This design comes from an exercise in tuning for small area and a short achievable clock period on the open sky130 flow, not from production work.
Where RTL was checked, it was by simulation tests only, not by an equivalence proof against the original.
Only the layout flow was run in runs 3 to 5; the RTL was not checked for function there.
No activity file was given, so power comes from the tool's default toggle rates.

$ cat flow/design.v
package cr16IsaPkg;
	typedef enum logic [3:0] {
		OP_REG   = 4'b0000,  
		OP_ANDI  = 4'b0001,
		OP_ORI   = 4'b0010,
		OP_XORI  = 4'b0011,
		OP_ADDI  = 4'b0101,
		OP_SHIFT = 4'b1000,  
		OP_SUBI  = 4'b1001,
		OP_CMPI  = 4'b1011,
		OP_MOVI  = 4'b1101,
		OP_LUI   = 4'b1111
	} opcodeT;
	typedef enum logic [3:0] {
		EXT_LSHI = 4'b0000,  
		EXT_AND  = 4'b0001,
		EXT_OR   = 4'b0010,
		EXT_XOR  = 4'b0011,
		EXT_LSH  = 4'b0100,
		EXT_ADD  = 4'b0101,
		EXT_SUB  = 4'b1001,
		EXT_CMP  = 4'b1011,
		EXT_MOV  = 4'b1101
	} extT;
	localparam int unsigned OP_MSB       = 15;
	localparam int unsigned OP_LSB       = 12;
	localparam int unsigned DST_MSB      = 11;  
	localparam int unsigned DST_LSB      = 8;
	localparam int unsigned EXT_MSB      = 7;
	localparam int unsigned EXT_LSB      = 4;
	localparam int unsigned SRC_MSB      = 3;   
	localparam int unsigned SRC_LSB      = 0;
	localparam int unsigned IMM_MSB      = 7;
	localparam int unsigned IMM_LSB      = 0;
	localparam int unsigned CNT_SIGN_BIT = 4;   
	localparam int unsigned IMM_WIDTH    = IMM_MSB - IMM_LSB + 1;
endpackage
package cr16DpPkg;
	typedef enum logic [2:0] {
		ALU_ADD = 3'b000,
		ALU_AND = 3'b001,
		ALU_OR  = 3'b010,
		ALU_XOR = 3'b011,
		ALU_SUB = 3'b100
	} aluOpT;
	typedef enum logic [1:0] {
		RES_ALU   = 2'b00,
		RES_SHIFT = 2'b01,
		RES_OPB   = 2'b10,  
		RES_LUI   = 2'b11
	} resultSrcT;
	typedef enum logic [1:0] {
		FLAG_NONE  = 2'b00,
		FLAG_ARITH = 2'b01,  
		FLAG_CMP   = 2'b10   
	} flagUpdT;
endpackage
`timescale 1ns/10ps
module readSel #(
	parameter bit HAS_EN = 1'b1
) (
	input  logic [4-1:0] addr,
	input  logic                       en,         
	input  logic [16-1:0]      current,    
	input  logic [4-1:0] wbReg,
	output logic [16-1:0]      sel,        
	output logic                       bypass      
);
	always_comb begin
		for (int i = 0; i < 16; i++) begin
			sel[i] = (en | ~HAS_EN) & current[i] & (addr == i);
		end
	end
	assign bypass = (en | ~HAS_EN) & (addr == wbReg);
endmodule
module readMux #(
	parameter bit HAS_EXTRA = 1'b1
) (
	input  logic [16-1:0]                    sel,
	input  logic                                     bypass,
	input  logic [16*16-1:0]        words,
	input  logic [16-1:0]                   wbData,
	input  logic [16-1:0]                   extra,    
	output logic [16-1:0]                   data
);
	always_comb begin
		data = ({16{HAS_EXTRA}} & extra) | ({16{bypass}} & wbData);
		for (int i = 0; i < 16; i++) begin
			data = data | ({16{sel[i]}} & words[i*16 +: 16]);
		end
	end
endmodule
`timescale 1ns/10ps
module alu
(
	input  logic [16-1:0] regSrc,       
	input  logic [16-1:0] regDst,       
	input  logic                   sub,          
	input  logic                   arith,        
	input  logic [3:1]             lut,          
	output logic [16-1:0] half,         
	output logic [16:0]   carry,        
	output logic                   equal         
);
	localparam int W = 16;
	logic [W-1:0] a, b, p, g;
	assign a = regDst;
	assign b = regSrc ^ {W{sub}};
	assign p = a ^ b;
	assign g = a & b & {W{arith}};
	always_comb begin
		for (int i = 0; i < W; i++) begin
			half[i] = b[i] ? (a[i] ? lut[3] : lut[1]) : (a[i] & lut[2]);
		end
	end
	logic [W-1:0] gg [0:4];
	logic [W-1:0] pp [0:4];
	always_comb begin
		gg[0] = g;
		pp[0] = p;
		gg[0][0] = g[0] | (p[0] & sub);
		for (int l = 0; l < 4; l++) begin
			gg[l+1] = gg[l];
			pp[l+1] = pp[l];
			for (int i = 0; i < W; i++) begin
				if ((i >> l) & 1) begin
					gg[l+1][i] = gg[l][i] | (pp[l][i] & gg[l][((i >> l) << l) - 1]);
					pp[l+1][i] = pp[l][i] & pp[l][((i >> l) << l) - 1];
				end
			end
		end
	end
	assign carry = {gg[4], sub};
	assign equal = &p;
endmodule
module carryMux
(
	input  logic [16-1:0] carry,
	input  logic [16-1:0] if0,
	input  logic [16-1:0] if1,
	output logic [16-1:0] out
);
	always_comb begin
		for (int i = 0; i < 16; i++) begin
			out[i] = carry[i] ? if1[i] : if0[i];
		end
	end
endmodule
`timescale 1ns/10ps
module shifter (
	input  logic [16-1:0] value,        
	input  logic [4:0]             shiftCount,   
	output logic [16-1:0] shiftResult
);
	localparam int W = 16;
	logic [W-1:0] r1, r2, r4, r8, keep;
	assign r1 = shiftCount[0] ? {value[W-2:0], value[W-1]} : value;
	assign r2 = shiftCount[1] ? {r1[W-3:0], r1[W-1:W-2]}   : r1;
	assign r4 = shiftCount[2] ? {r2[W-5:0], r2[W-1:W-4]}   : r2;
	assign r8 = shiftCount[3] ? {r4[W-9:0], r4[W-1:W-8]}   : r4;
	always_comb begin
		for (int j = 0; j < W; j++) begin
			keep[j] = (j >= shiftCount[3:0]) ^ shiftCount[4];
		end
	end
	assign shiftResult = r8 & keep;
endmodule
`timescale 1ns/10ps
module execControl
(
	input  logic                       instrValid,
	input  logic [15:0]                instr,
	output logic                       srcIsReg,     
	output logic [16-1:0]     immB,         
	output logic                       sub,
	output logic                       arith,
	output logic [3:1]                 lut,
	output logic                       countImm,     
	output logic                       wrEn,
	output logic                       wrAlu,        
	output logic                       wrShift,      
	output logic                       updArith,
	output logic                       updCmp
);
	logic [3:0] op, ext;
	logic [7:0] imm;
	logic       isReg, isAnd, isOr, isXor, isAdd, isSub, isCmp, isMov, isLui, isShift;
	logic       knownAlu;
	assign op  = instr[15:12];
	assign ext = instr[7:4];
	assign imm = instr[7:0];
	assign isReg    = (op == 4'h0);
	assign isAnd    = isReg ? (ext == 4'h1) : (op == 4'h1);
	assign isOr     = isReg ? (ext == 4'h2) : (op == 4'h2);
	assign isXor    = isReg ? (ext == 4'h3) : (op == 4'h3);
	assign isAdd    = isReg ? (ext == 4'h5) : (op == 4'h5);
	assign isSub    = isReg ? (ext == 4'h9) : (op == 4'h9);
	assign isCmp    = isReg ? (ext == 4'hB) : (op == 4'hB);
	assign isMov    = isReg ? (ext == 4'hD) : (op == 4'hD);
	assign isLui    = (op == 4'hF);
	assign countImm = (ext[3:1] == 3'b000);
	assign isShift  = (op == 4'h8) && ((ext == 4'h4) || countImm);
	assign srcIsReg = isReg | (op == 4'h8);
	always_comb begin
		if (srcIsReg)
			immB = '0;
		else if (op == 4'hF)
			immB = {imm, 8'h00};
		else if (op[3] ^ op[2])  
			immB = {{8{imm[7]}}, imm};
		else
			immB = {8'h00, imm};
	end
	assign sub   = isSub | isCmp;
	assign arith = isAdd | isSub | isCmp;
	assign lut[1] = ~isAnd;
	assign lut[2] = ~(isAnd | isMov | isLui);
	assign lut[3] = isAnd | isOr | isMov | isLui;
	assign knownAlu = isAnd | isOr | isXor | isAdd | isSub | isMov | isLui;
	assign wrAlu    = instrValid & knownAlu;
	assign wrShift  = instrValid & isShift;
	assign wrEn     = wrAlu | wrShift;
	assign updArith = instrValid & (isAdd | isSub);
	assign updCmp   = instrValid & isCmp;
endmodule
`timescale 1ns/10ps
module execCore
(
	input  logic                       clk,
	input  logic                       rstN,
	input  logic                       instrValid,
	input  logic [15:0]                instr,
	output logic                       wbValid,
	output logic [4-1:0] wbReg,
	output logic [16-1:0]     wbData,
	output logic                       carry,
	output logic                       low,
	output logic                       overflow,
	output logic                       zero,
	output logic                       negative
);
	localparam int W = 16;
	localparam int N = 16;
	logic [4-1:0] srcAddr, dstAddr;
	logic [W-1:0]   regs [N];
	logic [N*W-1:0] words;
	logic [N-1:0]   current, wbHit, dstHit;
	logic         srcIsReg, sub, arith, countImm, wrEn, wrAlu, wrShift, updArith, updCmp;
	logic [W-1:0] immB;
	logic [3:1]   lut;
	assign dstAddr = instr[11:8];
	assign srcAddr = instr[3:0];
	execControl i_control (
		.instrValid (instrValid),
		.instr      (instr),
		.srcIsReg   (srcIsReg),
		.immB       (immB),
		.sub        (sub),
		.arith      (arith),
		.lut        (lut),
		.countImm   (countImm),
		.wrEn       (wrEn),
		.wrAlu      (wrAlu),
		.wrShift    (wrShift),
		.updArith   (updArith),
		.updCmp     (updCmp)
	);
	logic [N-1:0] srcSel, dstSel;
	logic         srcBypass, dstBypass;
	logic [W-1:0] opB, dstData;
	always_comb begin
		for (int i = 0; i < N; i++) begin
			words[i*W +: W] = regs[i];
			wbHit[i]        = (wbReg == i);
			dstHit[i]       = (dstAddr == i);
		end
	end
	readSel i_srcSel (
		.addr    (srcAddr),
		.en      (srcIsReg),
		.current (current),
		.wbReg   (wbReg),
		.sel     (srcSel),
		.bypass  (srcBypass)
	);
	readSel #(.HAS_EN(1'b0)) i_dstSel (
		.addr    (dstAddr),
		.en      (1'b1),
		.current (current),
		.wbReg   (wbReg),
		.sel     (dstSel),
		.bypass  (dstBypass)
	);
	readMux i_srcMux (
		.sel    (srcSel),
		.bypass (srcBypass),
		.words  (words),
		.wbData (wbData),
		.extra  (immB),
		.data   (opB)
	);
	readMux #(.HAS_EXTRA(1'b0)) i_dstMux (
		.sel    (dstSel),
		.bypass (dstBypass),
		.words  (words),
		.wbData (wbData),
		.extra  ({W{1'b0}}),
		.data   (dstData)
	);
	logic [W-1:0] half, shiftResult, other, if0, if1, wbNext;
	logic [W:0]   aluCarry;
	logic         equal;
	logic [4:0]   shiftCount;
	alu i_alu (
		.regSrc (opB),
		.regDst (dstData),
		.sub    (sub),
		.arith  (arith),
		.lut    (lut),
		.half   (half),
		.carry  (aluCarry),
		.equal  (equal)
	);
	assign shiftCount = countImm ? instr[4:0] : opB[4:0];
	shifter i_shifter (
		.value       (dstData),
		.shiftCount  (shiftCount),
		.shiftResult (shiftResult)
	);
	assign other = wrShift ? shiftResult : wbData;
	assign if0   = wrAlu ? half  : other;
	assign if1   = wrAlu ? ~half : other;
	carryMux i_carryMux (
		.carry (aluCarry[W-1:0]),
		.if0   (if0),
		.if1   (if1),
		.out   (wbNext)
	);
	always_ff @(posedge clk or negedge rstN) begin
		if (!rstN) begin
			wbValid  <= 1'b0;
			wbReg    <= '0;
			wbData   <= '0;
			current  <= '0;
			carry    <= 1'b0;
			low      <= 1'b0;
			overflow <= 1'b0;
			zero     <= 1'b0;
			negative <= 1'b0;
		end else begin
			wbValid <= wrEn;
			if (wrEn)
				wbReg <= dstAddr;
			wbData  <= wbNext;
			current <= ~(dstHit & {N{wrEn}}) & (current | (wbHit & {N{wrEn}}));
			if (updArith) begin
				carry    <= aluCarry[W] ^ sub;
				overflow <= aluCarry[W] ^ aluCarry[W-1];
			end
			if (updCmp) begin
				low      <= ~aluCarry[W];
				zero     <= equal;
				negative <= dstData[W-1] ^ opB[W-1] ^ ~aluCarry[W];
			end
		end
	end
	always_ff @(posedge clk) begin
		for (int i = 0; i < N; i++) begin
			if (wbHit[i])
				regs[i] <= wbData;
		end
	end
endmodule
$ cat flow/run.sh
#!/bin/bash
# synth_recipe.tcl (not shown) runs the flow's synth.tcl, then flattens the netlist and writes it again
# the make line also repeats each setting of config.mk as NAME=value (left out here)
make -C /OpenROAD-flow-scripts/flow DESIGN_CONFIG=/design/flow/config.mk WORK_HOME=/design/flow/orfs CLKGATE_MAP_FILE= SYNTH_SCRIPT=/design/flow/synth_recipe.tcl finish
$ cat flow/config.mk
export PLATFORM = sky130hd
export DESIGN_NAME = execCore
export DESIGN_NICKNAME = execCore
export VERILOG_FILES = /design/flow/design.v
export SDC_FILE = /design/flow/constraint.sdc
export NUM_CORES = 4
export LEC_CHECK = 0
export CAP_MARGIN = 20
export CORE_MARGIN = 2
export CORE_UTILIZATION = 40
export SETUP_SLACK_MARGIN = 1.5
export SLEW_MARGIN = 20
export SYNTH_HIERARCHICAL = 1
$ cat flow/constraint.sdc
create_clock -name core_clock -period 5.5 [get_ports {clk}]
set_input_delay 1.1000 -clock core_clock [delete_from_list [all_inputs] [get_ports {clk}]]
set_output_delay 1.1000 -clock core_clock [all_outputs]
set_load 0.01 [all_outputs]
==> results of run 1 <==
==> repair_timing <==
action | CTS | global route
hold buffers | 0 | 0
gates cloned | 1 | 0
resized for setup | 103 | 28
buffers inserted | 21 | 6
pin swaps | 49 | 25
endpoints found under the setup margin | 21 | 21
endpoints found under the hold margin | 0 | 0
==> critical path, stage by stage <==
cell and delay (ns):
buf_6 0.09, buf_8 0.13, ha_4 0.16, nor2_4 0.11, nor3_4 0.06, and3_4 0.19
buf_6 0.11, and3_4 0.19, buf_4 0.15, a22o_4 0.23, a221oi_2 0.16, and3_1 0.21
nand4_1 0.14, mux2_4 0.39, buf_12 0.15, mux4_2 0.44, mux2_4 0.29, a21oi_2 0.11
o21ba_2 0.19, a211oi_2 0.21, a21oi_1 0.07, mux2_4 0.31
==> layer usage <==
metal | up-vias | part of all wire [%] | global-route usage (%)
met5 | - | 0.19 | 2.002
met1 | 6815 | 38 | 35.14
met3 | 231 | 10 | 6.051
li1 | 5815 | - | -
met2 | 951 | 47 | 46.61
met4 | 2 | 4.9 | 13.10
==> through the flow <==
step | utilization [%] | instance area [µm²]
floorplan | - | 16750
global placement | 46.81 | 19110
detailed placement | 46.81 | 19110
CTS | 51.24 | 20920
global route | 51.69 | 21110
finish | 51.70 | 21110
==> final cells by class <==
| cell class | instances | share of cell area (%) |
|---|---|---|
| diodes | 2 | 0.02371 |
| clock buffers | 38 | 4.297 |
| clock inverters | 24 | 1.529 |
| inverters | 29 | 0.6461 |
| multi-input cells | 894 | 36.48 |
| flip-flops and latches | 298 | 41.40 |
| well taps | 532 | 3.153 |
| repair buffers | 291 | 12.48 |
==> state kept, by name, indices dropped and copies added, names as in the netlist <==
name,flops
negative,1
zero,1
current,16
wbValid,1
overflow,1
low,1
regs,256
wbReg,4
carry,1
wbData,16
==> power by group through the flow <==
stage	Sequential, µW	Clock (µW)	Combinational [µW]
final	3410	2510	2480
after global routing	3430	2610	2610
after CTS	3390	2530	2390
after detailed placement	3430	0	2250
after global placement	3430	0	2220
after floorplan	3380	0	1180
==> worst min path at each step <==
| stage | start | end | slack, ns | cells past startpoint |
|---|---|---|---|---|
| 4_1_cts | zero | zero | 0.53 | 1 |
| 3_5_place_dp | zero | zero | 0.52 | 1 |
| 3_3_place_gp | zero | zero | 0.51 | 1 |
| 5_1_grt | low | low | 0.57 | 2 |
| 2_1_floorplan | current[0] | current[0] | 0.50 | 2 |
| 6_report | low | low | 0.53 | 2 |
==> results.yml, run 1 <==
timing:
  fin_setup_tns_ns: 0
  hold_viol: 0
  clock_skew_ns: 0.02624
  finalSetupViolCount: 0
  tightestPinTransition_ns: 1.094
  maxSlewHeadroom_pct: 27.05
  slew_violations: 0
  period_share_pct: 87.45
  hold-worst-slack_ns: 0.5275
  layout_min_cycle_time_ns: 4.810
  rsz0062_at_grt: "yes"
  fmax_ghz: 0.2079
  setup_ws_ns: 0.6901
clocking:
  cts.path.max_buffers: 3
  cts-root-buf: "clkbuf_16"
  clock_sinks: 298
  clkLatencyLatePin_ns: 0.53
  htree_levels: 2
  numCtsBuffers: 34
  cts_tree: "built"
  clk_pin_slew_worst_paths_ns: 0.06
detailed_routing:
  remaining_drc_errors: 0
  via_per_inst: 6.553
  wl_mm: 62.88
  drtAntennaViolNets: 0
  wl_per_cell_um: 29.83
  num_vias: 13810
  dr.pass1.iters: 8
  drt_iter0_markers: 1910
placement:
  pre_cts_ws_ns: -0.3587
  hpwl_mm: 43.83
  gp_congestion: 0.9877
  portBuffers: 44
  dp.cells: 2016
layout:
  multi_input_area_mm2: 0.007700
  seq_area_mm2: 0.008738
  final_common_cell: "edfxtp_1"
  drive_gt1_share_pct: 34.18
  num-nets-final: 1586
  fill_cells: 3500
  layout_common_cells: "edfxtp_1 (256), buf_4 (205), a22oi_1 (97), a21oi_1 (81)"
  final_cell_count_no_fill: 2108
  area_growth_pct: 27.53
power_and_ir_drop:
  vdd_drop_max_mv: 0.3284
  p_leak_uw: 0.007690
  switching_share_pct: 33.56
  power.share.clock_pct: 29.9
  combinationalPowerShare_pct: 29.5
  p_seq_share_pct: 40.6
  power.switching_uw: 2818
  pwr_density_cell_mw_per_mm2: 397.7
  p_int_uw: 5578
  finalPower_uw: 8395
synth:
  yosys_warnings: 18
  syn-instance-count: 1325
  synth.cell_area_mm2: 0.01655
  avgSynthCellArea_um2: 12.49
critical_path:
  cp.required_ns: 5.92
  crit_path_start: "instr[15]"
  timing_worst_setup_path_type: "in2reg"
  worstReg2RegEnd: "wbData[14]"
  r2r_setup_slack_ns: 0.97
  arrival_ns: 5.23
  endpoint_kind: "flip-flop"
  worstSetupStartpointType: "primary input"
  path_max_fanout: 6
  r2r-start: "wbReg[3]"
  crit_end: "wbData[6]"
  reg2reg_depth: 17
floorplanning:
  start_util_pct: 40.54
  die-area_mm2: 0.04302
  io-pin-count: 45
  core_mm2: 0.04083
  die_w_um: 207.4
  die_h_um: 207.4
  rows: 74
outcome:
  status: "timing/DRC/antenna clean"
hold_path:
  hp-class: "reg2reg"
global_routing:
  grt_max_degree: 49
  grt_use_total_pct: 28.18
  grt_pass1_wl_mm: 90.23
  grt_overflow: 0
  grt_pass1_vias: 13580
  antenna_found_initial: 4
flow_run:
  maxCapViolations: 0
==> run 2: changes to the inputs <==
==> flow/flow/run.sh (new file) <==
#!/bin/bash
# The standard layout, with plain buffers on the ports (instead of the delay
# cells buffer_ports picks by default) and a clock tree without dummy loads.
set -euo pipefail
bash standard.sh finish \
  "BUFFER_PORTS_ARGS=-buffer_cell sky130_fd_sc_hd__buf_2" \
  "CTS_ARGS=-sink_clustering_enable -repair_clock_nets -dont_use_dummy_load" \
  > make_finish.log 2>&1
==> flow/standard.sh (new file) <==
#!/bin/bash
# synth_recipe.tcl (not shown) runs the flow's synth.tcl, then flattens the netlist and writes it again
# the make line also repeats each setting of config.mk as NAME=value (left out here)
make -C /OpenROAD-flow-scripts/flow DESIGN_CONFIG=/design/flow/config.mk WORK_HOME=/design/flow/orfs CLKGATE_MAP_FILE= SYNTH_SCRIPT=/design/flow/synth_recipe.tcl "${@:-finish}"
removed: flow/run.sh
==> run 2 against run 1 <==
Against the previous run:
- register-to-register slack improved by 0.16 ns
- sequential cell count did not move
- clock skew rose by 0.039 ns
==> results.yml, run 2 <==
hold_path:
  hold-path-cell-count: 2
  hp-start: "low"
  hp-class: "reg2reg"
  whs_endpoint: "low"
timing:
  fmax_ghz: 0.2161
  hold-worst-slack_ns: 0.5245
  rsz0062_at_grt: "yes"
  period_share_pct: 84.15
  maxSlewHeadroom_pct: 19.71
  fin_setup_tns_ns: 0
  slew_violations: 0
  finalSetupViolCount: 0
  hold_viol: 0
  layout_min_cycle_time_ns: 4.628
  clock_skew_ns: 0.06507
  tightestPinTransition_ns: 1.204
floorplanning:
  rows: 74
  core_mm2: 0.04083
  die-area_mm2: 0.04302
  start_util_pct: 40.54
  die_h_um: 207.4
  io-pin-count: 45
  die_w_um: 207.4
layout:
  drive_gt1_share_pct: 33.36
  final_common_cell: "edfxtp_1"
  largest_reg_flops: 256
  antenna_cells: 0
  num-nets-final: 1506
  postLayoutCellArea_mm2: 0.01986
  area_growth_pct: 19.99
  top_regs: "regs: 256 flops, current: 16 flops, wbData: 16 flops"
  layout_common_cells: "edfxtp_1 (256), buf_4 (140), a22oi_1 (98), a21oi_1 (80), a22o_1 (65)"
  fill_cells: 3557
  top_register: "regs"
critical_path:
  crit_slowest_cell: "mux4_2"
  worstReg2RegEnd: "wbData[11]"
  r2r-start: "wbReg[3]"
  critPathMaxStageDelay_ns: 0.42
  worstSetupStartpointType: "primary input"
  timing_worst_setup_path_type: "in2reg"
  reg2reg_depth: 16
  r2r_setup_slack_ns: 1.13
  path_max_fanout: 8
  endpoint_kind: "flip-flop"
  crit_chain: "buf_12 > inv_12 > ha_4 > nor2_4 > nor3_4 > and3_4 > and3_4 > buf_6 > a22o_4 > a221oi_2 > and3_1 > nand4_1 > mux2_4 > buf_4 > mux4_2 > and2_1 > a41oi_2 > o22ai_2 > a211oi_2 > a21oi_1 > mux2_4"
  arrival_ns: 4.99
  cp.required_ns: 5.86
detailed_routing:
  drtAntennaViolNets: 0
  wl_mm: 61.49
  dr.pass1.iters: 8
  via_per_inst: 6.809
  drt_iter0_markers: 2121
  wl_per_cell_um: 30.78
  num_vias: 13600
  remaining_drc_errors: 0
synth:
  yosys_warnings: 18
  avgSynthCellArea_um2: 12.49
  synth.cell_area_mm2: 0.01655
  syn-instance-count: 1325
global_routing:
  antenna_found_initial: 0
  grt_max_degree: 49
  grt_overflow: 0
  grt_pass1_vias: 13050
  grt_use_total_pct: 27.64
  grt_pass1_wl_mm: 88.68
placement:
  gp_congestion: 0.9649
  hpwl_mm: 40.88
  portBuffers: 44
  dpl_cell_area_mm2: 0.01797
clocking:
  clock_sinks: 298
  cts-root-buf: "clkbuf_16"
  cts.path.max_buffers: 3
  clk_pin_slew_worst_paths_ns: 0.06
  numCtsBuffers: 34
  cts_tree: "built"
  htree_levels: 2
  hold_buffers: 0
  clkLatencyLatePin_ns: 0.54
power_and_ir_drop:
  p_leak_uw: 0.007078
  vdd_drop_max_mv: 0.2402
  pwr_density_cell_mw_per_mm2: 387.4
flow_run:
  maxCapViolations: 0
outcome:
  status: "timing/DRC/antenna clean"
[run 2: cell types whose count changed in the layout (fill, tap and decap cells not counted), moves of 4 or more]
cell / before / now
and3_1: 51 / 55
and3_2: 10 / 3
buf_12: 21 / 7
buf_2: 1 / 41
buf_4: 205 / 140
bufinv_16: 6 / 0
clkdlybuf4s50_1: 35 / 0
clkinv_4: 4 / 0
dlygate4sd2_1: 6 / 0
inv_6: 4 / 0
mux2i_1: 25 / 20
[run 2: routing by layer]
layer	global-route usage, %	routed length [µm]	up-vias
li1	-	-	5639
met3	7.186	7225	234
met2	42.20	27210	1012
met1	36.79	23960	6719
met4	12.86	3090	0
met5	0.6674	0	-
[run 2: worst max-delay path by stage]
stage / start / endpoint / slack, ns / depth (start not counted)
6_report: instr[14] / wbData[11] / 0.87 / 21
5_1_grt: instr[14] / wbData[11] / 0.78 / 21
4_1_cts: instr[14] / wbData[6] / 0.98 / 20
3_5_place_dp: instr[15] / overflow / 0.15 / 21
3_3_place_gp: instr[15] / negative / 0.17 / 21
2_1_floorplan: instr[14] / wbData[6] / 0.74 / 20
[run 2: critical path: cells and delay by family]
kind	cells	cell delay, ns
muxes	3	1.11
buffers and inverters	4	0.41
adders and majority gates	1	0.15
and+or+nand+nor	7	1.08
AOI/OAI and AO/OA	6	1.12
[run 2: layout make-up]
cell class                      count  area [µm²]  area share, %
Clock buffer                       34       850.8          4.284
Inverter                           29       137.6         0.6930
Sequential cell                   298        8738          44.00
Tap cell                          532       665.6          3.351
Multi-Input combinational cell    894        7802          39.28
Timing Repair Buffer              211        1667          8.391
[run 2: through the flow]
| step | setup WS, ns | instances | utilization, % | total power [µW] |
|---|---|---|---|---|
| 6_report | 0.8718 | 1998 | 48.64 | 7694 |
| 5_1_grt | 0.7837 | 1998 | 48.64 | 7982 |
| 4_1_cts | 0.9760 | 1983 | 47.56 | 7533 |
| 3_5_place_dp | 0.1479 | 1918 | 44.02 | 5491 |
| 3_3_place_gp | 0.1701 | 1918 | 44.02 | 5464 |
| 2_1_floorplan | 0.7443 | 1325 | - | 4552 |
[run 2: timing repair]
action	CTS	global route
setup endpoints to repair	21	21
resized for setup	76	66
gates cloned	1	0
pin swaps	40	31
setup buffers	30	15
[run 2: power by group]
part	leakage [µW]	internal, µW	switching [µW]	total, µW
sequential	0.00281	3040	341	3380
clock	0.000419	1080	836	1920
combinational	0.00385	932	1460	2400
==> run 3: changes to the inputs <==
--- a/flow/design.v
+++ b/flow/design.v
@@ -105,7 +105,8 @@
 	localparam int W = 16;
-	logic [W-1:0] a, b, p, g;
-	assign a = regDst;
-	assign b = regSrc ^ {W{sub}};
-	assign p = a ^ b;
-	assign g = a & b & {W{arith}};
+	logic [W-1:0] a, b, bg, p, g;
+	assign a  = regDst;
+	assign b  = regSrc ^ {W{sub}};
+	assign bg = ~(regSrc ^ {W{~sub}});
+	assign p  = a ^ b;
+	assign g  = a & bg & {W{arith}};
 	always_comb begin
@@ -247,2 +248,3 @@
 	logic [N-1:0]   current, wbHit, dstHit;
+	logic [4-1:0] wbRegN;  
 	logic         srcIsReg, sub, arith, countImm, wrEn, wrAlu, wrShift, updArith, updCmp;
@@ -281,3 +283,3 @@
 		.current (current),
-		.wbReg   (wbReg),
+		.wbReg   (~wbRegN),
 		.sel     (srcSel),
@@ -289,3 +291,3 @@
 		.current (current),
-		.wbReg   (wbReg),
+		.wbReg   (~wbRegN),
 		.sel     (dstSel),
@@ -342,2 +344,3 @@
 			wbReg    <= '0;
+			wbRegN   <= '1;
 			wbData   <= '0;
@@ -351,4 +354,6 @@
 			wbValid <= wrEn;
-			if (wrEn)
-				wbReg <= dstAddr;
+			if (wrEn) begin
+				wbReg  <= dstAddr;
+				wbRegN <= ~dstAddr;
+			end
 			wbData  <= wbNext;
==> run 3 against run 2 <==
Against the previous run:
- routed wire length rose by 4.4%
- first-iteration DRC count rose by 13%
- sequential cell count is 4 higher
- hold slack lost 0.016 ns
- sequential power rose by 1%
- largest cell class unchanged
- largest power group unchanged
- highest routed layer is now met5
==> results.yml, run 3 <==
outcome:
  status: "timing/DRC/antenna clean"
timing:
  finalSetupViolCount: 0
  layout_min_cycle_time_ns: 4.851
  tightestPinTransition_ns: 1.069
  maxSlewHeadroom_pct: 28.70
  setup_ws_ns: 0.6491
  clock_skew_ns: 0.03565
  hold_viol: 0
  rsz0062_at_grt: "yes"
  slew_violations: 0
  fmax_ghz: 0.2061
  hold-worst-slack_ns: 0.5084
  period_share_pct: 88.20
power_and_ir_drop:
  finalPower_uw: 7963
  combinationalPowerShare_pct: 31.8
  power.share.clock_pct: 25.1
  p_leak_uw: 0.007415
  p_seq_share_pct: 43.1
  pwr_density_cell_mw_per_mm2: 382.9
  vdd_drop_max_mv: 0.1871
  p_int_uw: 5175
  switching_share_pct: 35.01
  power.switching_uw: 2788
floorplanning:
  start_util_pct: 40.37
  die-area_mm2: 0.04390
  rows: 75
  die_w_um: 209.5
  core_mm2: 0.04185
  io-pin-count: 45
  die_h_um: 209.5
detailed_routing:
  via_per_inst: 6.758
  drt_iter0_markers: 2392
  remaining_drc_errors: 0
  wl_mm: 64.22
  wl_per_cell_um: 30.18
  num_vias: 14380
  drtAntennaViolNets: 0
  dr.pass1.iters: 6
hold_path:
  hp-class: "reg2reg"
  whs_endpoint: "zero"
  hold-path-cell-count: 1
  hp-start: "zero"
layout:
  largest_reg_flops: 256
  final_common_cell: "edfxtp_1"
  drive_gt1_share_pct: 32.81
  top_register: "regs"
  final_cell_count_no_fill: 2128
  top_regs: "regs: 256 flops, current: 16 flops, wbData: 16 flops"
  num-nets-final: 1613
  postLayoutCellArea_mm2: 0.02079
  area_growth_pct: 23.07
  layout_common_cells: "edfxtp_1 (256), buf_4 (153), a22oi_1 (97), a21oi_1 (90)"
critical_path:
  worstSetupStartpointType: "primary input"
  cpMostUsedCell: "buf_6"
  timing_worst_setup_path_type: "in2reg"
  critPathMaxStageDelay_ns: 0.33
  path_max_fanout: 6
  crit_slowest_cell: "ha_1"
  endpoint_kind: "flip-flop"
  worstReg2RegEnd: "wbData[13]"
  cp.required_ns: 5.92
  r2r_setup_slack_ns: 1.21
  critPathBufInv: 6
  arrival_ns: 5.27
  cp_top_family: "compound AO/OA/AOI/OAI gates"
  reg2reg_depth: 19
  r2r-start: "wbRegN[1]"
global_routing:
  grt_overflow: 0
  antenna_found_initial: 0
  grt_pass1_wl_mm: 93.05
  grt_use_total_pct: 28.71
  grt_max_degree: 49
  grt_pass1_vias: 13820
placement:
  hpwl_mm: 42.33
  gp_congestion: 0.9552
  dp.cells: 2025
  dpl_cell_area_mm2: 0.01854
  pre_cts_ws_ns: -0.07308
  portBuffers: 44
clocking:
  cts_tree: "built"
  clock_sinks: 302
  numCtsBuffers: 35
  htree_levels: 2
  hold_buffers: 0
  clk_pin_slew_worst_paths_ns: 0.06
  cts-root-buf: "clkbuf_16"
  clkLatencyLatePin_ns: 0.53
  cts.path.max_buffers: 3
synth:
  avgSynthCellArea_um2: 11.87
  yosys_warnings: 18
  syn-instance-count: 1423
  synth.cell_area_mm2: 0.01690
flow_run:
  maxCapViolations: 0
## run 3: how the worst max path moves through the flow
stage | from | to | slack (ns) | cells past startpoint
finish | instr[14] | wbData[13] | 0.65 | 25
CTS | instr[14] | wbData[15] | 0.69 | 22
global route | instr[14] | wbData[13] | 0.54 | 25
detailed placement | instr[15] | wbData[15] | -0.07 | 20
global placement | instr[15] | wbData[15] | -0.05 | 19
floorplan | instr[14] | wbData[15] | 0.78 | 20
## run 3: timing repair
action | CTS | global route
resized for setup | 108 | 61
pin swaps | 64 | 41
setup buffers | 47 | 13
gates cloned | 7 | 0
hold endpoints to repair | 0 | 0
setup endpoints to repair | 21 | 21
## run 3: final cells by class
cell class / count / area [µm²]
fill: 3634 / 21060
sequential: 302 / 8843
multi-input combinational: 966 / 8154
timing repair buffer: 244 / 2061
clock buffer: 35 / 875.8
tap: 539 / 674.4
inverter: 41 / 183.9
antenna: 1 / 2.502
## run 3: metrics by stage
stage               utilization (%)   TNS, ns
CTS                           48.77         0
detailed placement            44.30  -0.09386
floorplan                         -         0
finish                        49.69         0
global route                  49.68         0
global placement              44.28  -0.04731
## run 3: metal layers
metal  share of wire (%)  wire length (µm)  track usage (%)  vias to the layer above
met5                0.11                69                0                        -
met4                 5.2              3329            13.11                        2
met3                  11              7218            6.344                      228
met2                  45             28910            45.33                     1045
met1                  38             24690            37.93                     7074
li1                    -                 -                -                     6032
## run 3: power groups by stage
stage                     logic (µW)  clock network, µW  registers (µW)
after floorplan                 1300                  0            3410
after global placement          2180                  0            3450
after detailed placement        2210                  0            3440
after CTS                       2380               2010            3410
after global routing            2690               2090            3460
final                           2530               2000            3430
==> run 4: changes to the inputs <==
--- a/flow/design.v
+++ b/flow/design.v
@@ -75,5 +75,25 @@
 endmodule
-module readMux #(
-	parameter bit HAS_EXTRA = 1'b1
-) (
+module aoi222 (
+	input  logic a1, a2, b1, b2, c1, c2,
+	output logic y
+);
+	assign y = ~((a1 & a2) | (b1 & b2) | (c1 & c2));
+endmodule
+module readBit (
+	input  logic [17:0] sel,
+	input  logic [17:0] data,
+	output logic        out
+);
+	logic [5:0] t;
+	for (genvar k = 0; k < 6; k++) begin : g_aoi
+		aoi222 i_aoi (
+			.a1 (sel[3*k]),   .a2 (data[3*k]),
+			.b1 (sel[3*k+1]), .b2 (data[3*k+1]),
+			.c1 (sel[3*k+2]), .c2 (data[3*k+2]),
+			.y  (t[k])
+		);
+	end
+	assign out = ~&t;
+endmodule
+module readMux (
 	input  logic [16-1:0]                    sel,
@@ -82,2 +102,3 @@
 	input  logic [16-1:0]                   wbData,
+	input  logic                                     extraEn,
 	input  logic [16-1:0]                   extra,    
@@ -85,7 +106,14 @@
 );
-	always_comb begin
-		data = ({16{HAS_EXTRA}} & extra) | ({16{bypass}} & wbData);
-		for (int i = 0; i < 16; i++) begin
-			data = data | ({16{sel[i]}} & words[i*16 +: 16]);
+	for (genvar b = 0; b < 16; b++) begin : g_bit
+		logic [17:0] bitData;
+		for (genvar i = 0; i < 16; i++) begin : g_word
+			assign bitData[i] = words[i*16 + b];
 		end
+		assign bitData[16] = wbData[b];
+		assign bitData[17] = extra[b];
+		readBit i_bit (
+			.sel  ({extraEn, bypass, sel}),
+			.data (bitData),
+			.out  (data[b])
+		);
 	end
@@ -205,5 +233,3 @@
 	always_comb begin
-		if (srcIsReg)
-			immB = '0;
-		else if (op == 4'hF)
+		if (op == 4'hF)
 			immB = {imm, 8'h00};
@@ -296,15 +322,17 @@
 	readMux i_srcMux (
-		.sel    (srcSel),
-		.bypass (srcBypass),
-		.words  (words),
-		.wbData (wbData),
-		.extra  (immB),
+		.sel     (srcSel),
+		.bypass  (srcBypass),
+		.words   (words),
+		.wbData  (wbData),
+		.extraEn (~srcIsReg),
+		.extra   (immB),
 		.data   (opB)
 	);
-	readMux #(.HAS_EXTRA(1'b0)) i_dstMux (
-		.sel    (dstSel),
-		.bypass (dstBypass),
-		.words  (words),
-		.wbData (wbData),
-		.extra  ({W{1'b0}}),
+	readMux i_dstMux (
+		.sel     (dstSel),
+		.bypass  (dstBypass),
+		.words   (words),
+		.wbData  (wbData),
+		.extraEn (1'b0),
+		.extra   ({W{1'b0}}),
 		.data   (dstData)
==> run 4 against run 3 <==
Against the previous run:
- still clean on timing, DRC and antenna
- cell area down 4.1%
- cell count shrank 5.8%
- count of clock-buffer cells in the layout fell by 4
- total power shrank 5.1%
- hold slack lost 0.0017 ns
- critical path type unchanged
- highest routed layer is now met4
==> results.yml, run 4 <==
clocking:
  clock_sinks: 302
  cts_tree: "built"
  htree_levels: 1
  clkLatencyLatePin_ns: 0.59
  cts.path.max_buffers: 3
  hold_buffers: 0
  cts-root-buf: "clkbuf_16"
  clk_pin_slew_worst_paths_ns: 0.06
  numCtsBuffers: 31
floorplanning:
  die_h_um: 204.8
  core_mm2: 0.03973
  io-pin-count: 45
  die_w_um: 204.8
  rows: 73
  die-area_mm2: 0.04193
  start_util_pct: 40.58
layout:
  top_regs: "regs: 256 flops, current: 16 flops, wbData: 16 flops"
  postLayoutCellArea_mm2: 0.01994
  largest_reg_flops: 256
  num-nets-final: 1504
  final_util_pct: 50.19
  area_growth_pct: 23.68
  final_common_cell: "edfxtp_1"
  drive_gt1_share_pct: 31.51
  top_register: "regs"
  antenna_cells: 0
  layout_common_cells: "edfxtp_1 (256), a222oi_1 (192), buf_4 (143), a21oi_1 (80), buf_2 (43)"
detailed_routing:
  wl_mm: 57.63
  drt_iter0_markers: 2223
  remaining_drc_errors: 0
  num_vias: 13590
  wl_per_cell_um: 28.76
  via_per_inst: 6.780
  dr.pass1.iters: 10
  drtAntennaViolNets: 0
critical_path:
  endpoint_kind: "flip-flop"
  path_max_fanout: 8
  arrival_ns: 5.24
  timing_worst_setup_path_type: "in2reg"
  cp.required_ns: 5.94
  worstSetupStartpointType: "primary input"
power_and_ir_drop:
  pwr_density_cell_mw_per_mm2: 378.7
  p_seq_share_pct: 46.4
  vdd_drop_max_mv: 0.2451
  power.switching_uw: 2576
  power.share.clock_pct: 23.7
  finalPower_uw: 7553
  combinationalPowerShare_pct: 29.9
  switching_share_pct: 34.11
  p_leak_uw: 0.007036
  p_int_uw: 4977
global_routing:
  grt_max_degree: 49
  antenna_found_initial: 0
  grt_pass1_vias: 12860
  grt_pass1_wl_mm: 83.22
  grt_use_total_pct: 26.81
  grt_overflow: 0
timing:
  period_share_pct: 87.35
  layout_min_cycle_time_ns: 4.804
  finalSetupViolCount: 0
  clock_skew_ns: 0.04066
  hold_viol: 0
  fmax_ghz: 0.2081
  rsz0062_at_grt: "yes"
  tightestPinTransition_ns: 1.134
  slew_violations: 0
  maxSlewHeadroom_pct: 24.40
flow_run:
  maxCapViolations: 0
synth:
  yosys_warnings: 16
  avgSynthCellArea_um2: 12.80
  synth.cell_area_mm2: 0.01612
  syn-instance-count: 1260
outcome:
  status: "timing/DRC/antenna clean"
placement:
  dpl_cell_area_mm2: 0.01790
  gp_congestion: 0.9574
  hpwl_mm: 37.32
  portBuffers: 44
hold_path:
  hp-class: "reg2reg"
==> run 4: metrics by stage <==
step / setup slack [ns] / cells / hold WS (ns) / TNS, ns
after floorplan: 0.8288 / 1291 / 0.4815 / 0
after global placement: -0.08196 / 1918 / 0.4898 / -0.1458
after detailed placement: -0.1077 / 1918 / 0.5046 / -0.3079
after CTS: 0.8104 / 1994 / 0.5123 / 0
after global routing: 0.5428 / 2004 / 0.5425 / 0
final: 0.6956 / 2004 / 0.5066 / 0
==> run 4: final cells by class <==
cell class	instances	area, µm²
Timing Repair Buffer	205	1545
Clock buffer	31	775.7
Sequential cell	302	8843
Tap cell	525	656.9
Fill cell	3441	19790
Inverter	41	157.7
Multi-Input combinational cell	900	7964
==> run 4: power by group through the flow <==
stage / clock network [µW] / registers (µW) / logic (µW)
floorplan: 0 / 3420 / 1180
global placement: 0 / 3510 / 1920
detailed placement: 0 / 3520 / 1940
CTS: 1820 / 3480 / 2110
global route: 1910 / 3540 / 2410
finish: 1790 / 3500 / 2260
==> run 4: timing repair <==
item,4_1_cts,5_1_grt
endpoints found under the setup margin,21,21
pin swaps,88,36
gates resized for setup,132,50
buffers inserted,41,10
cloned,4,0
endpoints found under the hold margin,0,0
==> run 4: critical path, cell delays in order <==
cell and delay [ns]:
buf_8 0.08, clkinvlp_4 0.12, ha_4 0.20, nor2_4 0.11
nor3_4 0.07, and3b_2 0.28, and3_4 0.22, buf_4 0.14
buf_4 0.13, a222oi_1 0.28, and4_1 0.31, nand3_1 0.26
maj3_2 0.42, a211oi_4 0.33, a211oi_4 0.15, buf_4 0.17
a21oi_4 0.19, o21ai_2 0.07, a211oi_2 0.29, mux2_4 0.32
==> run 4: final timing paths <==
kind	slack, ns	cells past startpoint	endpoint	from
min reg2reg	0.51	2	wbRegN[2]	wbRegN[2]
max	0.70	20	wbData[11]	instr[14]
max in group asynchronous	4.31	2	current[3]	rstN
min in group asynchronous	0.66	2	wbData[5]	rstN
max reg2reg	1.27	16	overflow	current[12]
min	0.51	2	wbRegN[2]	wbRegN[2]
==> run 4: layer usage <==
layer  up-vias  share of wire (%)  global-route usage (%)
li1       5812                  -                       -
met1      6756                 39                   36.34
met2       880                 45                   42.12
met3       140                 12                   6.141
met4         0                3.4                   9.601
met5         -                  0                       0
==> run 5: changes to the inputs <==
--- a/flow/design.v
+++ b/flow/design.v
@@ -121,2 +121,8 @@
 `timescale 1ns/10ps
+module pfxAoi (input logic t, gl, g, output logic y); assign y = ~((t & gl) | g); endmodule
+module pfxOai (input logic t, gl, g, output logic y); assign y = ~((t | gl) & g); endmodule
+module pfxNand (input logic a, b, output logic y); assign y = ~(a & b); endmodule
+module pfxNor (input logic a, b, output logic y); assign y = ~(a | b); endmodule
+module pfxInv (input logic a, output logic y); assign y = ~a; endmodule
+module pfxMux (input logic s, a0, a1, output logic y); assign y = s ? a1 : a0; endmodule
 module alu
@@ -126,52 +132,225 @@
 	input  logic                   sub,          
-	input  logic                   arith,        
 	input  logic [3:1]             lut,          
+	input  logic [16-1:0] if0,          
+	input  logic [16-1:0] if1,          
 	output logic [16-1:0] half,         
-	output logic [16:0]   carry,        
+	output logic [16-1:0] nextValue,
+	output logic                   carryOut,     
+	output logic                   carry15,      
 	output logic                   equal         
 );
-	localparam int W = 16;
-	logic [W-1:0] a, b, bg, p, g;
-	assign a  = regDst;
-	assign b  = regSrc ^ {W{sub}};
-	assign bg = ~(regSrc ^ {W{~sub}});
-	assign p  = a ^ b;
-	assign g  = a & bg & {W{arith}};
-	always_comb begin
-		for (int i = 0; i < W; i++) begin
-			half[i] = b[i] ? (a[i] ? lut[3] : lut[1]) : (a[i] & lut[2]);
-		end
-	end
-	logic [W-1:0] gg [0:4];
-	logic [W-1:0] pp [0:4];
-	always_comb begin
-		gg[0] = g;
-		pp[0] = p;
-		gg[0][0] = g[0] | (p[0] & sub);
-		for (int l = 0; l < 4; l++) begin
-			gg[l+1] = gg[l];
-			pp[l+1] = pp[l];
-			for (int i = 0; i < W; i++) begin
-				if ((i >> l) & 1) begin
-					gg[l+1][i] = gg[l][i] | (pp[l][i] & gg[l][((i >> l) << l) - 1]);
-					pp[l+1][i] = pp[l][i] & pp[l][((i >> l) << l) - 1];
-				end
-			end
-		end
-	end
-	assign carry = {gg[4], sub};
+	logic [16-1:0] a, b, p;
+	assign a = regDst;
+	assign b = regSrc ^ {16{sub}};
+	assign p = a ^ b;
 	assign equal = &p;
-endmodule
-module carryMux
-(
-	input  logic [16-1:0] carry,
-	input  logic [16-1:0] if0,
-	input  logic [16-1:0] if1,
-	output logic [16-1:0] out
-);
 	always_comb begin
 		for (int i = 0; i < 16; i++) begin
-			out[i] = carry[i] ? if1[i] : if0[i];
+			half[i] = b[i] ? (a[i] ? lut[3] : lut[1]) : (a[i] & lut[2]);
 		end
 	end
+	logic g0c;
+	logic gn0_1;
+	logic tn0_1;
+	logic gn0_2;
+	logic tn0_2;
+	logic gn0_3;
+	logic tn0_3;
+	logic gn0_4;
+	logic tn0_4;
+	logic gn0_5;
+	logic tn0_5;
+	logic gn0_6;
+	logic tn0_6;
+	logic gn0_7;
+	logic tn0_7;
+	logic gn0_8;
+	logic tn0_8;
+	logic gn0_9;
+	logic tn0_9;
+	logic gn0_10;
+	logic tn0_10;
+	logic gn0_11;
+	logic tn0_11;
+	logic gn0_12;
+	logic tn0_12;
+	logic gn0_13;
+	logic tn0_13;
+	logic gn0_14;
+	logic tn0_14;
+	logic gn0_15;
+	logic tn0_15;
+	logic g0c_i;
+	logic g1_1;
+	logic g1_3;
+	logic t1_3;
+	logic g1_5;
+	logic t1_5;
+	logic g1_7;
+	logic t1_7;
+	logic g1_9;
+	logic t1_9;
+	logic g1_11;
+	logic t1_11;
+	logic g1_13;
+	logic t1_13;
+	logic g1_15;
+	logic t1_15;
+	logic g1_1_i;
+	logic g2_2;
+	logic gn2_3;
+	logic g1_5_i;
+	logic g2_6;
+	logic t2_6;
+	logic t1_5_i;
+	logic gn2_7;
+	logic tn2_7;
+	logic g1_9_i;
+	logic g2_10;
+	logic t2_10;
+	logic t1_9_i;
+	logic gn2_11;
+	logic tn2_11;
+	logic g1_13_i;
+	logic g2_14;
+	logic t2_14;
+	logic t1_13_i;
+	logic gn2_15;
+	logic tn2_15;
+	logic g3_4;
+	logic gn2_3_i;
+	logic gn3_5;
+	logic gn3_6;
+	logic g3_7;
+	logic g3_12;
+	logic t3_12;
+	logic gn2_11_i;
+	logic gn3_13;
+	logic tn3_13;
+	logic tn2_11_i;
+	logic gn3_14;
+	logic tn3_14;
+	logic g3_15;
+	logic t3_15;
+	logic g3_7_i;
+	logic g4_8;
+	logic gn4_9;
+	logic gn4_10;
+	logic g4_11;
+	logic gn4_12;
+	logic g4_13;
+	logic g4_14;
+	logic gn4_15;
+	logic gn4_15_i;
+	assign g0c = (a[0] & b[0]) | ((a[0] | b[0]) & sub);
+	pfxNand u1 (.a(a[1]), .b(b[1]), .y(gn0_1));
+	pfxNor u2 (.a(a[1]), .b(b[1]), .y(tn0_1));
+	pfxNand u3 (.a(a[2]), .b(b[2]), .y(gn0_2));
+	pfxNor u4 (.a(a[2]), .b(b[2]), .y(tn0_2));
+	pfxNand u5 (.a(a[3]), .b(b[3]), .y(gn0_3));
+	pfxNor u6 (.a(a[3]), .b(b[3]), .y(tn0_3));
+	pfxNand u7 (.a(a[4]), .b(b[4]), .y(gn0_4));
+	pfxNor u8 (.a(a[4]), .b(b[4]), .y(tn0_4));
+	pfxNand u9 (.a(a[5]), .b(b[5]), .y(gn0_5));
+	pfxNor u10 (.a(a[5]), .b(b[5]), .y(tn0_5));
+	pfxNand u11 (.a(a[6]), .b(b[6]), .y(gn0_6));
+	pfxNor u12 (.a(a[6]), .b(b[6]), .y(tn0_6));
+	pfxNand u13 (.a(a[7]), .b(b[7]), .y(gn0_7));
+	pfxNor u14 (.a(a[7]), .b(b[7]), .y(tn0_7));
+	pfxNand u15 (.a(a[8]), .b(b[8]), .y(gn0_8));
+	pfxNor u16 (.a(a[8]), .b(b[8]), .y(tn0_8));
+	pfxNand u17 (.a(a[9]), .b(b[9]), .y(gn0_9));
+	pfxNor u18 (.a(a[9]), .b(b[9]), .y(tn0_9));
+	pfxNand u19 (.a(a[10]), .b(b[10]), .y(gn0_10));
+	pfxNor u20 (.a(a[10]), .b(b[10]), .y(tn0_10));
+	pfxNand u21 (.a(a[11]), .b(b[11]), .y(gn0_11));
+	pfxNor u22 (.a(a[11]), .b(b[11]), .y(tn0_11));
+	pfxNand u23 (.a(a[12]), .b(b[12]), .y(gn0_12));
+	pfxNor u24 (.a(a[12]), .b(b[12]), .y(tn0_12));
+	pfxNand u25 (.a(a[13]), .b(b[13]), .y(gn0_13));
+	pfxNor u26 (.a(a[13]), .b(b[13]), .y(tn0_13));
+	pfxNand u27 (.a(a[14]), .b(b[14]), .y(gn0_14));
+	pfxNor u28 (.a(a[14]), .b(b[14]), .y(tn0_14));
+	pfxNand u29 (.a(a[15]), .b(b[15]), .y(gn0_15));
+	pfxNor u30 (.a(a[15]), .b(b[15]), .y(tn0_15));
+	pfxInv u31 (.a(g0c), .y(g0c_i));
+	pfxOai u32 (.t(tn0_1), .gl(g0c_i), .g(gn0_1), .y(g1_1));
+	pfxOai u33 (.t(tn0_3), .gl(gn0_2), .g(gn0_3), .y(g1_3));
+	pfxNor u34 (.a(tn0_3), .b(tn0_2), .y(t1_3));
+	pfxOai u35 (.t(tn0_5), .gl(gn0_4), .g(gn0_5), .y(g1_5));
+	pfxNor u36 (.a(tn0_5), .b(tn0_4), .y(t1_5));
+	pfxOai u37 (.t(tn0_7), .gl(gn0_6), .g(gn0_7), .y(g1_7));
+	pfxNor u38 (.a(tn0_7), .b(tn0_6), .y(t1_7));
+	pfxOai u39 (.t(tn0_9), .gl(gn0_8), .g(gn0_9), .y(g1_9));
+	pfxNor u40 (.a(tn0_9), .b(tn0_8), .y(t1_9));
+	pfxOai u41 (.t(tn0_11), .gl(gn0_10), .g(gn0_11), .y(g1_11));
+	pfxNor u42 (.a(tn0_11), .b(tn0_10), .y(t1_11));
+	pfxOai u43 (.t(tn0_13), .gl(gn0_12), .g(gn0_13), .y(g1_13));
+	pfxNor u44 (.a(tn0_13), .b(tn0_12), .y(t1_13));
+	pfxOai u45 (.t(tn0_15), .gl(gn0_14), .g(gn0_15), .y(g1_15));
+	pfxNor u46 (.a(tn0_15), .b(tn0_14), .y(t1_15));
+	pfxInv u47 (.a(g1_1), .y(g1_1_i));
+	pfxOai u48 (.t(tn0_2), .gl(g1_1_i), .g(gn0_2), .y(g2_2));
+	pfxAoi u49 (.t(t1_3), .gl(g1_1), .g(g1_3), .y(gn2_3));
+	pfxInv u50 (.a(g1_5), .y(g1_5_i));
+	pfxOai u51 (.t(tn0_6), .gl(g1_5_i), .g(gn0_6), .y(g2_6));
+	pfxInv u52 (.a(t1_5), .y(t1_5_i));
+	pfxNor u53 (.a(tn0_6), .b(t1_5_i), .y(t2_6));
+	pfxAoi u54 (.t(t1_7), .gl(g1_5), .g(g1_7), .y(gn2_7));
+	pfxNand u55 (.a(t1_7), .b(t1_5), .y(tn2_7));
+	pfxInv u56 (.a(g1_9), .y(g1_9_i));
+	pfxOai u57 (.t(tn0_10), .gl(g1_9_i), .g(gn0_10), .y(g2_10));
+	pfxInv u58 (.a(t1_9), .y(t1_9_i));
+	pfxNor u59 (.a(tn0_10), .b(t1_9_i), .y(t2_10));
+	pfxAoi u60 (.t(t1_11), .gl(g1_9), .g(g1_11), .y(gn2_11));
+	pfxNand u61 (.a(t1_11), .b(t1_9), .y(tn2_11));
+	pfxInv u62 (.a(g1_13), .y(g1_13_i));
+	pfxOai u63 (.t(tn0_14), .gl(g1_13_i), .g(gn0_14), .y(g2_14));
+	pfxInv u64 (.a(t1_13), .y(t1_13_i));
+	pfxNor u65 (.a(tn0_14), .b(t1_13_i), .y(t2_14));
+	pfxAoi u66 (.t(t1_15), .gl(g1_13), .g(g1_15), .y(gn2_15));
+	pfxNand u67 (.a(t1_15), .b(t1_13), .y(tn2_15));
+	pfxOai u68 (.t(tn0_4), .gl(gn2_3), .g(gn0_4), .y(g3_4));
+	pfxInv u69 (.a(gn2_3), .y(gn2_3_i));
+	pfxAoi u70 (.t(t1_5), .gl(gn2_3_i), .g(g1_5), .y(gn3_5));
+	pfxAoi u71 (.t(t2_6), .gl(gn2_3_i), .g(g2_6), .y(gn3_6));
+	pfxOai u72 (.t(tn2_7), .gl(gn2_3), .g(gn2_7), .y(g3_7));
+	pfxOai u73 (.t(tn0_12), .gl(gn2_11), .g(gn0_12), .y(g3_12));
+	pfxNor u74 (.a(tn0_12), .b(tn2_11), .y(t3_12));
+	pfxInv u75 (.a(gn2_11), .y(gn2_11_i));
+	pfxAoi u76 (.t(t1_13), .gl(gn2_11_i), .g(g1_13), .y(gn3_13));
+	pfxInv u77 (.a(tn2_11), .y(tn2_11_i));
+	pfxNand u78 (.a(t1_13), .b(tn2_11_i), .y(tn3_13));
+	pfxAoi u79 (.t(t2_14), .gl(gn2_11_i), .g(g2_14), .y(gn3_14));
+	pfxNand u80 (.a(t2_14), .b(tn2_11_i), .y(tn3_14));
+	pfxOai u81 (.t(tn2_15), .gl(gn2_11), .g(gn2_15), .y(g3_15));
+	pfxNor u82 (.a(tn2_15), .b(tn2_11), .y(t3_15));
+	pfxInv u83 (.a(g3_7), .y(g3_7_i));
+	pfxOai u84 (.t(tn0_8), .gl(g3_7_i), .g(gn0_8), .y(g4_8));
+	pfxAoi u85 (.t(t1_9), .gl(g3_7), .g(g1_9), .y(gn4_9));
+	pfxAoi u86 (.t(t2_10), .gl(g3_7), .g(g2_10), .y(gn4_10));
+	pfxOai u87 (.t(tn2_11), .gl(g3_7_i), .g(gn2_11), .y(g4_11));
+	pfxAoi u88 (.t(t3_12), .gl(g3_7), .g(g3_12), .y(gn4_12));
+	pfxOai u89 (.t(tn3_13), .gl(g3_7_i), .g(gn3_13), .y(g4_13));
+	pfxOai u90 (.t(tn3_14), .gl(g3_7_i), .g(gn3_14), .y(g4_14));
+	pfxAoi u91 (.t(t3_15), .gl(g3_7), .g(g3_15), .y(gn4_15));
+	pfxMux u92 (.s(sub), .a0(if0[0]), .a1(if1[0]), .y(nextValue[0]));
+	pfxMux u93 (.s(g0c), .a0(if0[1]), .a1(if1[1]), .y(nextValue[1]));
+	pfxMux u94 (.s(g1_1), .a0(if0[2]), .a1(if1[2]), .y(nextValue[2]));
+	pfxMux u95 (.s(g2_2), .a0(if0[3]), .a1(if1[3]), .y(nextValue[3]));
+	pfxMux u96 (.s(gn2_3), .a0(if1[4]), .a1(if0[4]), .y(nextValue[4]));
+	pfxMux u97 (.s(g3_4), .a0(if0[5]), .a1(if1[5]), .y(nextValue[5]));
+	pfxMux u98 (.s(gn3_5), .a0(if1[6]), .a1(if0[6]), .y(nextValue[6]));
+	pfxMux u99 (.s(gn3_6), .a0(if1[7]), .a1(if0[7]), .y(nextValue[7]));
+	pfxMux u100 (.s(g3_7), .a0(if0[8]), .a1(if1[8]), .y(nextValue[8]));
+	pfxMux u101 (.s(g4_8), .a0(if0[9]), .a1(if1[9]), .y(nextValue[9]));
+	pfxMux u102 (.s(gn4_9), .a0(if1[10]), .a1(if0[10]), .y(nextValue[10]));
+	pfxMux u103 (.s(gn4_10), .a0(if1[11]), .a1(if0[11]), .y(nextValue[11]));
+	pfxMux u104 (.s(g4_11), .a0(if0[12]), .a1(if1[12]), .y(nextValue[12]));
+	pfxMux u105 (.s(gn4_12), .a0(if1[13]), .a1(if0[13]), .y(nextValue[13]));
+	pfxMux u106 (.s(g4_13), .a0(if0[14]), .a1(if1[14]), .y(nextValue[14]));
+	pfxMux u107 (.s(g4_14), .a0(if0[15]), .a1(if1[15]), .y(nextValue[15]));
+	pfxInv u108 (.a(gn4_15), .y(gn4_15_i));
+	assign carryOut = gn4_15_i;
+	assign carry15  = g4_14;
 endmodule
@@ -204,3 +383,2 @@
 	output logic                       sub,
-	output logic                       arith,
 	output logic [3:1]                 lut,
@@ -241,3 +419,2 @@
 	assign sub   = isSub | isCmp;
-	assign arith = isAdd | isSub | isCmp;
 	assign lut[1] = ~isAnd;
@@ -275,3 +452,3 @@
 	logic [4-1:0] wbRegN;  
-	logic         srcIsReg, sub, arith, countImm, wrEn, wrAlu, wrShift, updArith, updCmp;
+	logic         srcIsReg, sub, countImm, wrEn, wrAlu, wrShift, updArith, updCmp;
 	logic [W-1:0] immB;
@@ -286,3 +463,2 @@
 		.sub        (sub),
-		.arith      (arith),
 		.lut        (lut),
@@ -340,14 +516,19 @@
 	logic [W-1:0] half, shiftResult, other, if0, if1, wbNext;
-	logic [W:0]   aluCarry;
-	logic         equal;
+	logic         carryOut, carry15, equal;
 	logic [4:0]   shiftCount;
+	assign other = wrShift ? shiftResult : wbData;
+	assign if0   = wrAlu ? half : other;
+	assign if1   = updArith ? ~half : if0;
 	alu i_alu (
-		.regSrc (opB),
-		.regDst (dstData),
-		.sub    (sub),
-		.arith  (arith),
-		.lut    (lut),
-		.half   (half),
-		.carry  (aluCarry),
-		.equal  (equal)
+		.regSrc    (opB),
+		.regDst    (dstData),
+		.sub       (sub),
+		.lut       (lut),
+		.if0       (if0),
+		.if1       (if1),
+		.half      (half),
+		.nextValue (wbNext),
+		.carryOut  (carryOut),
+		.carry15   (carry15),
+		.equal     (equal)
 	);
@@ -359,11 +540,2 @@
 	);
-	assign other = wrShift ? shiftResult : wbData;
-	assign if0   = wrAlu ? half  : other;
-	assign if1   = wrAlu ? ~half : other;
-	carryMux i_carryMux (
-		.carry (aluCarry[W-1:0]),
-		.if0   (if0),
-		.if1   (if1),
-		.out   (wbNext)
-	);
 	always_ff @(posedge clk or negedge rstN) begin
@@ -389,9 +561,9 @@
 			if (updArith) begin
-				carry    <= aluCarry[W] ^ sub;
-				overflow <= aluCarry[W] ^ aluCarry[W-1];
+				carry    <= carryOut ^ sub;
+				overflow <= carryOut ^ carry15;
 			end
 			if (updCmp) begin
-				low      <= ~aluCarry[W];
+				low      <= ~carryOut;
 				zero     <= equal;
-				negative <= dstData[W-1] ^ opB[W-1] ^ ~aluCarry[W];
+				negative <= dstData[W-1] ^ opB[W-1] ^ ~carryOut;
 			end
==> run 5 against run 4 <==
Against the previous run:
- still clean
- synthesized cell count rose by 0.48%
- sequential share of layout area rose by 0.21 points
- register-to-register slack improved by 0.19 ns
- non-clock buffer count fell by 2
- sequential power barely moved
- critical path type unchanged
==> results.yml, run 5 <==
detailed_routing:
  remaining_drc_errors: 0
  wl_mm: 59.48
  wl_per_cell_um: 29.39
  dr.pass1.iters: 9
  drtAntennaViolNets: 0
  via_per_inst: 6.705
  num_vias: 13570
  drt_iter0_markers: 2268
floorplanning:
  die-area_mm2: 0.04183
  die_h_um: 204.5
  die_w_um: 204.5
  io-pin-count: 45
  rows: 73
  core_mm2: 0.03973
  start_util_pct: 40.48
timing:
  clock_skew_ns: 0.05105
  fin_setup_tns_ns: 0
  maxSlewHeadroom_pct: 36.97
  hold_viol: 0
  fmax_ghz: 0.2199
  tightestPinTransition_ns: 0.9427
  finalSetupViolCount: 0
  period_share_pct: 82.68
  layout_min_cycle_time_ns: 4.547
  slew_violations: 0
  rsz0062_at_grt: "yes"
layout:
  area_growth_pct: 23.39
  drive_gt1_share_pct: 31.49
  final_util_pct: 49.95
  num-nets-final: 1523
  largest_reg_flops: 256
  top_register: "regs"
  fill_cells: 3479
  top_regs: "regs: 256 flops, current: 16 flops, wbData: 16 flops"
  layout_common_cells: "edfxtp_1 (256), a222oi_1 (193), buf_4 (147), nand2_1 (66), nor2_1 (52)"
  final_common_cell: "edfxtp_1"
  antenna_cells: 0
synth:
  synth.cell_area_mm2: 0.01609
  yosys_warnings: 13
  avgSynthCellArea_um2: 12.71
  syn-instance-count: 1266
clocking:
  clk_pin_slew_worst_paths_ns: 0.05
  hold_buffers: 0
  cts.path.max_buffers: 3
  clock_sinks: 302
  numCtsBuffers: 35
  cts-root-buf: "clkbuf_16"
  htree_levels: 2
  cts_tree: "built"
  clkLatencyLatePin_ns: 0.54
critical_path:
  endpoint_kind: "flip-flop"
  crit_chain: "buf_12 > inv_12 > ha_4 > o21a_4 > and3b_2 > and3_4 > a222oi_1 > and4_1 > nand3_2 > mux2_4 > mux2_4 > buf_4 > a222oi_1 > buf_4 > o22ai_2 > a211oi_2 > o22ai_1 > mux2_4"
  r2r_setup_slack_ns: 1.46
  cp_top_family: "compound AO/OA/AOI/OAI gates"
  timing_worst_setup_path_type: "in2reg"
  crit_slowest_cell: "mux2_4"
  critPathMaxStageDelay_ns: 0.38
  worstSetupStartpointType: "primary input"
  cp.required_ns: 5.89
  critPathBufInv: 4
  arrival_ns: 4.94
  path_max_fanout: 6
  cpMostUsedCell: "mux2_4"
power_and_ir_drop:
  p_leak_uw: 0.007172
  pwr_density_cell_mw_per_mm2: 411.9
  vdd_drop_max_mv: 0.2917
hold_path:
  hp-class: "reg2reg"
placement:
  gp_congestion: 0.9822
  hpwl_mm: 40.06
  portBuffers: 44
global_routing:
  grt_max_degree: 47
  grt_use_total_pct: 28.09
  grt_pass1_wl_mm: 86.51
  grt_pass1_vias: 13240
  grt_overflow: 0
  antenna_found_initial: 0
outcome:
  status: "timing/DRC/antenna clean"
flow_run:
  maxCapViolations: 0
[run 5: cell types whose count changed in the layout (fill, tap and decap cells not counted), sizes merged, moves of 10 or more]
cell | previous run | this run
nand3 | 53 | 39
o22ai | 16 | 34
a21oi | 89 | 60
nor2 | 31 | 64
mux2i | 44 | 30
a21o | 13 | 24
o21ai | 32 | 42
nand2 | 37 | 70
[run 5: what timing repair did]
action	CTS	global route
pin swaps	61	36
setup buffers	41	7
setup endpoints to repair	21	21
cloned	5	0
resized for setup	112	34
[run 5: tightest hold or removal path, stage by stage (launching register included)]
cell	delay (ns)
dfstp_2	0.36
nor2_1	0.09
a21oi_1	0.04
[run 5: final timing paths]
kind | from | end | depth (start not counted)
max in group asynchronous | rstN | wbData[3] | 2
min | wbRegN[2] | wbRegN[2] | 2
min reg2reg | wbRegN[2] | wbRegN[2] | 2
max reg2reg | current[11] | wbData[11] | 13
max | instr[14] | wbData[11] | 18
min in group asynchronous | rstN | overflow | 2
[run 5: metal layers]
layer  track usage [%]  vias to the layer above  share of wire [%]
met5                 0                        -                  0
met4             11.05                        0                3.7
met3             5.807                      141                 11
met2             44.59                      861                 46
met1             37.73                     6760                 39
li1                  -                     5808                  -
[run 5: layout make-up]
class,instances,area (µm²),share of cell area (%)
timing repair buffer,203,1531,7.716
tap,525,656.9,3.310
inverter,46,192.7,0.9708
multi-input combinational,913,7747,39.03
sequential,302,8843,44.56
clock buffer,35,875.8,4.413
[run 5: stage by stage]
| step | area (µm²) | hold slack (ns) | power, µW | setup WS (ns) | cells |
|---|---|---|---|---|---|
| final | 19850 | 0.4996 | 8175 | 0.9527 | 2024 |
| after floorplan | 16440 | 0.4815 | 4825 | 0.9073 | 1297 |
| after detailed placement | 17890 | 0.5024 | 5908 | 0.05880 | 1935 |
| after CTS | 19600 | 0.5057 | 8040 | 1.067 | 2016 |
| after global routing | 19850 | 0.5419 | 8486 | 0.8727 | 2024 |
| after global placement | 17890 | 0.4892 | 5873 | 0.07428 | 1935 |
[run 5: power by group]
| part | internal, µW | total (µW) | switching [µW] | leakage (µW) |
|---|---|---|---|---|
| logic | 1060 | 2730 | 1670 | 0.00388 |
| clock network | 1120 | 1960 | 846 | 0.000431 |
| registers | 3130 | 3490 | 353 | 0.00286 |
| total | 5310 | 8180 | 2870 | 0.00717 |

what the ideal ports hide:
The results above use ideal ports. As a check the final layouts listed here were re-extracted and re-timed, cells and wires unchanged.
Step 1 assumes that a clkbuf_16 drives the clock port and a buf_2 every other input.
Step 2, shift: input delay + t, output delay - t, t = (earliest + latest rising clock arrival at the registers) / 2. This alone moves slack from input paths to output paths.
Slacks: no drivers / after step 1 / after step 2; pairs: no drivers / after step 1.
run	t, ns	setup slack, ns	latest minus earliest clock arrival (ns)	worst slew at a driven data input, ns
run 1	0.579	0.690 / 0.717 / 0.139	0.026 / 0.027	0.04
run 2	0.562	0.872 / 0.859 / 0.296	0.066 / 0.065	0.06
run 3	0.569	0.649 / 0.640 / 0.071	0.036 / 0.036	0.06
run 4	0.623	0.696 / 0.694 / 0.071	0.041 / 0.041	0.05
run 5	0.566	0.953 / 0.926 / 0.361	0.055 / 0.055	0.08
After both steps setup and hold are still met in every run listed. For run 4, which loses most, drivers alone change the setup slack by -0.002 ns; drivers and shift together by -0.625 ns.
